From an optimization exercise on the open Yosys and OpenROAD flow, aimed at small area; shortcuts taken in it are not production practice. Only simulation tests tie the RTL to the original design; equivalence was not proved. Power figures rest on the tool's default switching activity, not on a simulated workload.

==> flow/design.v <==
`timescale 1ns/1ps
package game_pkg;
    localparam int ring_slots = 96;    
    localparam int word_bits  = 6;
    localparam int big_slots  = 4;     
endpackage
`timescale 1ns/1ps
`timescale 1ns/1ps
`timescale 1ns/1ps
`timescale 1ns/1ps
`timescale 1ns/1ps
module game_top (
    input  logic        clock,
    input  logic        reset,
    input  logic        keyboard_ready,
    input  logic [2:0]  keyboard_data,
    output logic        key_read_fin,
    input  logic        psel,
    input  logic        penable,
    input  logic        pwrite,
    input  logic [11:0] paddr,
    input  logic [31:0] pwdata,
    output logic [31:0] prdata,
    output logic        pready,
    output logic        pslverr
);
    localparam int N  = game_pkg::ring_slots;
    localparam int WB = game_pkg::word_bits;
    localparam int NB = game_pkg::big_slots;
    localparam logic [2:0] S_IDLE  = 3'd0;
    localparam logic [2:0] S_SPACE = 3'd1;    
    localparam logic [2:0] S_RTGT  = 3'd2;    
    localparam logic [2:0] S_WSRC  = 3'd3;    
    localparam logic [2:0] S_WTGT  = 3'd4;    
    logic [N*WB-1:0] ring;           
    logic [WB-1:0]   head_word;
    logic [WB-1:0]   back_word;      
    logic [3:0]      hh, hv;         
    logic [6:0]      head_idx;
    logic            filling;
    assign head_word = ring[WB-1:0];
    assign head_idx  = {hv, 3'b000} + {2'b00, hv, 1'b0} + {3'b000, hh};
    always_ff @(posedge clock) begin
        ring <= {back_word, ring[N*WB-1:WB]};
    end
    always_ff @(posedge clock) begin
        if (reset) begin
            hh      <= 4'd0;
            hv      <= 4'd0;
            filling <= 1'b1;
        end else begin
            if (hv == 4'd4 && hh == 4'd9) begin    
                hh <= 4'd4;
                hv <= 4'd5;
            end else if (hh == 4'd9) begin
                hh <= 4'd0;
                hv <= (hv == 4'd9) ? 4'd0 : hv + 4'd1;
                if (hv == 4'd9) filling <= 1'b0;
            end else begin
                hh <= hh + 4'd1;
            end
        end
    end
    logic [NB-1:0] b_val;
    logic [6:0]    b_idx [NB];
    logic [NB-1:0] b_hi;             
    logic [NB-1:0] b_match;
    logic [NB-1:0] b_free;           
    logic          b_full;
    logic [1:0]    head_hi;
    logic [6:0]    head_t;
    always_comb begin
        head_hi = 2'b00;
        for (int k = 0; k < NB; k++) begin
            b_match[k] = b_val[k] && (b_idx[k] == head_idx);
            if (b_match[k]) head_hi = {b_hi[k], !b_hi[k]};
        end
        b_full = 1'b1;
        for (int k = 0; k < NB; k++) begin
            b_free[k] = !b_val[k] && b_full;
            b_full    = b_full && b_val[k];
        end
    end
    assign head_t = {head_hi, head_word[4:0]};
    logic [2:0] state;
    logic [3:0] cur_h, cur_v;
    logic       mv;              
    logic       half;            
    logic       player;          
    logic [1:0] dir;             
    logic [6:0] mv_t;            
    logic       accept;
    logic [1:0] dsel;
    logic [3:0] tgt_h, tgt_v;
    logic       on_board;
    logic       at_src, at_tgt;
    logic [6:0] moved;
    logic [6:0] kept;
    assign accept = (state == S_IDLE) && !filling && keyboard_ready && !key_read_fin;
    assign dsel   = (state == S_IDLE) ? keyboard_data[1:0] : dir;
    assign tgt_h = cur_h + ((dsel == 2'd1) ? 4'hf : {3'b000, dsel == 2'd3});
    assign tgt_v = cur_v + ((dsel == 2'd0) ? 4'hf : {3'b000, dsel == 2'd2});
    always_comb begin
        case (dsel)
            2'd0:    on_board = (cur_v != 4'd0);
            2'd1:    on_board = (cur_h != 4'd0);
            2'd2:    on_board = (cur_v != 4'd9);
            default: on_board = (cur_h != 4'd9);
        endcase
    end
    assign at_src = (hh == cur_h) && (hv == cur_v);
    assign at_tgt = (hh == tgt_h) && (hv == tgt_v);
    assign moved  = half ? {1'b0, mv_t[6:1]} : mv_t - 7'd1;                    
    assign kept   = half ? {1'b0, head_t[6:1]} + {6'd0, head_t[0]} : 7'd1;    
    always_comb begin
        back_word = head_word;
        if (filling) begin
            if (hh == 4'd2 && hv == 4'd3)      back_word = {1'b0, 5'h17};    
            else if (hh == 4'd8 && hv == 4'd7) back_word = {1'b1, 5'h19};    
            else                               back_word = '0;
        end else if (state == S_WSRC && at_src) begin
            back_word = {player, kept[4:0]};
        end else if (state == S_WTGT && at_tgt) begin
            back_word = {player, moved[4:0]};
        end
    end
    always_ff @(posedge clock) begin
        if (reset) begin
            b_val    <= 4'b0011;
            b_idx[0] <= 7'd32;
            b_hi[0]  <= 1'b1;
            b_idx[1] <= 7'd78;
            b_hi[1]  <= 1'b1;
        end else if (state == S_WSRC && at_src) begin
            for (int k = 0; k < NB; k++) begin
                if (b_match[k]) begin    
                    b_val[k] <= kept[5];
                    b_hi[k]  <= 1'b0;
                end
            end
        end else if (state == S_WTGT && at_tgt && moved[6:5] != 2'b00) begin
            for (int k = 0; k < NB; k++) begin
                if (b_free[k]) begin
                    b_val[k] <= 1'b1;
                    b_idx[k] <= head_idx;
                    b_hi[k]  <= moved[6];
                end
            end
        end
    end
    always_ff @(posedge clock) begin
        if (reset) begin
            state        <= S_IDLE;
            key_read_fin <= 1'b0;
            cur_h        <= 4'd0;
            cur_v        <= 4'd0;
            mv           <= 1'b0;
            half         <= 1'b0;
            player       <= 1'b0;
        end else begin
            key_read_fin <= accept;
            case (state)
                S_IDLE: begin
                    dir <= keyboard_data[1:0];
                    if (accept) begin
                        if (!keyboard_data[2]) begin
                            if (on_board) begin
                                if (!mv) begin
                                    cur_h <= tgt_h;
                                    cur_v <= tgt_v;
                                end else if (!(tgt_v == 4'd5 && tgt_h <= 4'd3)) begin
                                    state <= S_RTGT;    
                                end
                            end
                        end else if (keyboard_data[1:0] == 2'd0) begin    
                            if (mv) begin
                                mv   <= 1'b0;
                                half <= 1'b0;
                            end else if (!(cur_v == 4'd5 && cur_h <= 4'd3)) begin
                                state <= S_SPACE;    
                            end
                        end else if (keyboard_data[1:0] == 2'd1) begin    
                            if (mv) half <= !half;
                        end
                    end
                end
                S_SPACE: begin
                    if (at_src) begin
                        if (head_t[6:1] != 6'd0 && head_word[5] == player) begin
                            mv   <= 1'b1;
                            half <= 1'b0;
                        end
                        state <= S_IDLE;
                    end
                end
                S_RTGT: begin
                    if (at_tgt) state <= (head_t == 7'd0) ? S_WSRC : S_IDLE;
                end
                S_WSRC: begin
                    if (at_src) begin
                        mv_t  <= head_t;
                        state <= S_WTGT;
                    end
                end
                default: begin    
                    if (at_tgt) begin
                        state  <= S_IDLE;
                        player <= !player;
                        mv     <= 1'b0;
                        half   <= 1'b0;
                        cur_h  <= player ? 4'd2 : 4'd8;
                        cur_v  <= player ? 4'd3 : 4'd7;
                    end
                end
            endcase
        end
    end
    logic access;
    logic cell_rd, status_rd, err;
    logic mount, city, crown;
    assign access    = psel && penable;
    assign cell_rd   = !pwrite && (paddr < 12'd100);
    assign status_rd = !pwrite && (paddr == 12'h100);
    assign err       = !cell_rd && !status_rd;
    assign mount     = (paddr[6:0] >= 7'd50) && (paddr[6:0] <= 7'd53);
    assign crown     = (paddr[6:0] == 7'd32) || (paddr[6:0] == 7'd78);
    assign city      = (paddr[6:0] == 7'd26) || (paddr[6:0] == 7'd84);
    assign pready  = access && (!cell_rd || (!filling && (mount || paddr[6:0] == head_idx)));
    assign pslverr = access && err;
    logic nz;
    assign nz = (head_t != 7'd0);
    always_comb begin
        prdata = '0;
        if (paddr[8]) begin
            prdata[3:0]   = cur_h;
            prdata[7:4]   = cur_v;
            prdata[9:8]   = {mv, half};
            prdata[12:10] = {1'b0, player, !player};
            prdata[16]    = (state == S_IDLE);
        end else begin
            prdata[13:11] = {1'b0, nz && !mount && head_word[5], nz && !mount && !head_word[5]};
            prdata[10:9]  = mount ? 2'd1 : crown ? 2'd2 : city ? 2'd3 : 2'd0;
            prdata[6:0]   = mount ? 7'd0 : (!nz && city) ? 7'h43 : head_t;
        end
    end
endmodule
==> flow/config.mk <==
export PLATFORM = sky130hd
export DESIGN_NAME = game_top
export DESIGN_NICKNAME = game_top
export VERILOG_FILES = /design/flow/design.v
export SDC_FILE = /design/flow/constraint.sdc
export NUM_CORES = 4
export LEC_CHECK = 0
export ABC_AREA = 1
export CAP_MARGIN = 20
export CORE_MARGIN = 2
export CORE_UTILIZATION = 65
export SLEW_MARGIN = 20
==> flow/constraint.sdc <==
create_clock -name core_clock -period 10.0 [get_ports {clock}]
set_input_delay 2.0000 -clock core_clock [delete_from_list [all_inputs] [get_ports {clock}]]
set_output_delay 2.0000 -clock core_clock [all_outputs]
set_load 0.01 [all_outputs]
standard.sh (not shown) runs the stock make flow with config.mk's settings and CLKGATE_MAP_FILE= SYNTH_SCRIPT=/design/flow/synth_recipe.tcl, a recipe that flattens the netlist after the stock synthesis.
==> flow/flow/run.sh <==
#!/bin/bash
# The standard layout with three changes that only affect how the cells are chosen:
#  - synthesis maps the logic with an area-only ABC script (flow/abc_area.script) and
#    leaves adders to ABC instead of the adder cell map; registers, their names and
#    cell types are those of the standard synthesis;
#  - the clock tree uses large clusters of clkbuf_16 and no dummy loads;
#  - the port buffers are buf_1.
# Each tool's output goes to standard.log (make) in this folder.
set -euo pipefail
W=$PWD
{
  echo "if {[info exists ::env(ADDER_MAP_FILE)]} { unset ::env(ADDER_MAP_FILE) }"
  echo "proc abc {args} {"
  echo "  set i [lsearch -exact \$args -script]"
  echo "  set args [lreplace \$args \$i [expr {\$i + 1}] -script $W/flow/abc_area.script]"
  echo "  yosys abc {*}\$args"
  echo "}"
  cat synth_recipe.tcl
} > area_synth.tcl
sed "s|SYNTH_SCRIPT=[^ ]*|SYNTH_SCRIPT=$W/area_synth.tcl|" standard.sh > area_standard.sh
export CTS_ARGS="-sink_clustering_enable -repair_clock_nets -buf_list sky130_fd_sc_hd__clkbuf_8 -root_buf sky130_fd_sc_hd__clkbuf_16 -sink_clustering_buffer sky130_fd_sc_hd__clkbuf_16 -sink_clustering_size 34 -sink_clustering_max_diameter 55 -dont_use_dummy_load"
export BUFFER_PORTS_ARGS="-buffer_cell sky130_fd_sc_hd__buf_1"
bash area_standard.sh > standard.log 2>&1
==> flow/flow/abc_area.script <==
strash
&get -n
&deepsyn -T 40
&put
dch
map -a
mfs2
strash
&get -n
&deepsyn -T 40
&put
dch
map -a
mfs2
strash
dch
map -a
topo
Next try:
--- a/flow/flow/run.sh
+++ b/flow/flow/run.sh
@@ -21 +21 @@
-export CTS_ARGS="-sink_clustering_enable -repair_clock_nets -buf_list sky130_fd_sc_hd__clkbuf_8 -root_buf sky130_fd_sc_hd__clkbuf_16 -sink_clustering_buffer sky130_fd_sc_hd__clkbuf_16 -sink_clustering_size 34 -sink_clustering_max_diameter 55 -dont_use_dummy_load"
+export CTS_ARGS="-sink_clustering_enable -repair_clock_nets -buf_list sky130_fd_sc_hd__clkbuf_4 -root_buf sky130_fd_sc_hd__clkbuf_8 -sink_clustering_buffer sky130_fd_sc_hd__clkbuf_4 -sink_clustering_size 11 -sink_clustering_max_diameter 45 -dont_use_dummy_load"
Register-to-register slack gains 0.03 ns.
Via count climbs slightly.
Maximum frequency went down slightly.
Flip-flop and latch count is unchanged.
Total power is lower by a little under a tenth.
Utilization came out lower by 1.2 points.
First-iteration DRC count goes down by roughly a tenth.
Design area is lower slightly.
Worst hold slack is better by 0.039 ns.
Next try:
--- a/flow/flow/run.sh
+++ b/flow/flow/run.sh
@@ -21 +21 @@
-export CTS_ARGS="-sink_clustering_enable -repair_clock_nets -buf_list sky130_fd_sc_hd__clkbuf_4 -root_buf sky130_fd_sc_hd__clkbuf_8 -sink_clustering_buffer sky130_fd_sc_hd__clkbuf_4 -sink_clustering_size 11 -sink_clustering_max_diameter 45 -dont_use_dummy_load"
+export CTS_ARGS="-sink_clustering_enable -repair_clock_nets -buf_list sky130_fd_sc_hd__clkbuf_4 -root_buf sky130_fd_sc_hd__clkbuf_8 -sink_clustering_buffer sky130_fd_sc_hd__clkbuf_4 -sink_clustering_size 13 -sink_clustering_max_diameter 40 -dont_use_dummy_load"
After rerunning: Core utilization drops by 0.45 points; power drops by about 2.4%; routed wire length drops by about 0.37%.
Next try:
--- a/flow/flow/run.sh
+++ b/flow/flow/run.sh
@@ -3,3 +3,2 @@
-#  - synthesis maps the logic with an area-only ABC script (flow/abc_area.script) and
-#    leaves adders to ABC instead of the adder cell map; registers, their names and
-#    cell types are those of the standard synthesis;
+#  - synthesis maps the logic with an area-only ABC script (flow/abc_area.script);
+#    registers, their names and cell types are those of the standard synthesis;
@@ -12 +10,0 @@
-  echo "if {[info exists ::env(ADDER_MAP_FILE)]} { unset ::env(ADDER_MAP_FILE) }"
@@ -21 +19 @@
-export CTS_ARGS="-sink_clustering_enable -repair_clock_nets -buf_list sky130_fd_sc_hd__clkbuf_4 -root_buf sky130_fd_sc_hd__clkbuf_8 -sink_clustering_buffer sky130_fd_sc_hd__clkbuf_4 -sink_clustering_size 13 -sink_clustering_max_diameter 40 -dont_use_dummy_load"
+export CTS_ARGS="-sink_clustering_enable -repair_clock_nets -buf_list sky130_fd_sc_hd__clkbuf_8 -root_buf sky130_fd_sc_hd__clkbuf_16 -sink_clustering_buffer sky130_fd_sc_hd__clkbuf_8 -sink_clustering_size 22 -sink_clustering_max_diameter 60 -dont_use_dummy_load"
==> flow/flow/abc_area.script (replaced) <==
strash
dch
map -a
mfs2
strash
dch
map -a
mfs2
strash
dch
map -a
topo
What happened: The new run completed without violations; count of clock-buffer cells in the layout fell by 22; clock power increases by about 9%; routed wire length shrinks by 2.7%; global-route usage is lower by 0.59 points.
Next try:
--- a/flow/flow/run.sh
+++ b/flow/flow/run.sh
@@ -3,2 +3,3 @@
-#  - synthesis maps the logic with an area-only ABC script (flow/abc_area.script);
-#    registers, their names and cell types are those of the standard synthesis;
+#  - synthesis maps the logic with an area-only ABC script (flow/abc_area.script) and
+#    leaves adders to ABC instead of the adder cell map; registers, their names and
+#    cell types are those of the standard synthesis;
@@ -10,0 +12 @@
+  echo "if {[info exists ::env(ADDER_MAP_FILE)]} { unset ::env(ADDER_MAP_FILE) }"
==> flow/flow/abc_area.script (replaced) <==
strash
&get -n
&deepsyn -T 40
&put
dch
map -a
mfs2
strash
&get -n
&deepsyn -T 40
&put
dch
map -a
mfs2
strash
dch
map -a
topo
Effect:
- total power is lower by 8.2%
- sequential power is lower by about 2%
- wire length grows by 2.9%
- die area is lower by 1.8%
- cell area went down by 1.6%
- non-clock buffer count is higher by 2
- clock-buffer cell count rises by 1
- synthesized area went down by 1.8%
- synthesized cell count came out higher by 0.76%
- sequential share of layout area grows by 1.2 points
- setup slack degrades by 0.017 ns

static timing again, ports no longer ideal:
Ports are ideal in the flow. The routed layouts listed here were re-timed in OpenROAD. Step 1: set_driving_cell puts a clkbuf_16 on clock and a buf_2 on each other input, an assumption about the parent block. Step 2 times the ports against the registers' clock, not the clock port: input delays grow and output delays shrink by t, the midpoint of the rising clock arrivals with the driver on. Three values: ideal ports, drivers, drivers and shift; two values: the first two.
| run | shift t [ns] | setup WS [ns] | cell pins on the clock port's net |
|---|---|---|---|
| the first run | 0.548 | 2.673 / 2.625 / 3.173 | 1 |
| the second run | 0.589 | 2.544 / 2.502 / 3.091 | 1 |
| the third run | 0.591 | 2.592 / 2.548 / 3.139 | 1 |
| the fourth run | 0.528 | 2.658 / 2.613 / 3.140 | 1 |
| the fifth run | 0.528 | 2.641 / 2.594 / 3.122 | 1 |
After both steps setup and hold are still met in every run listed.
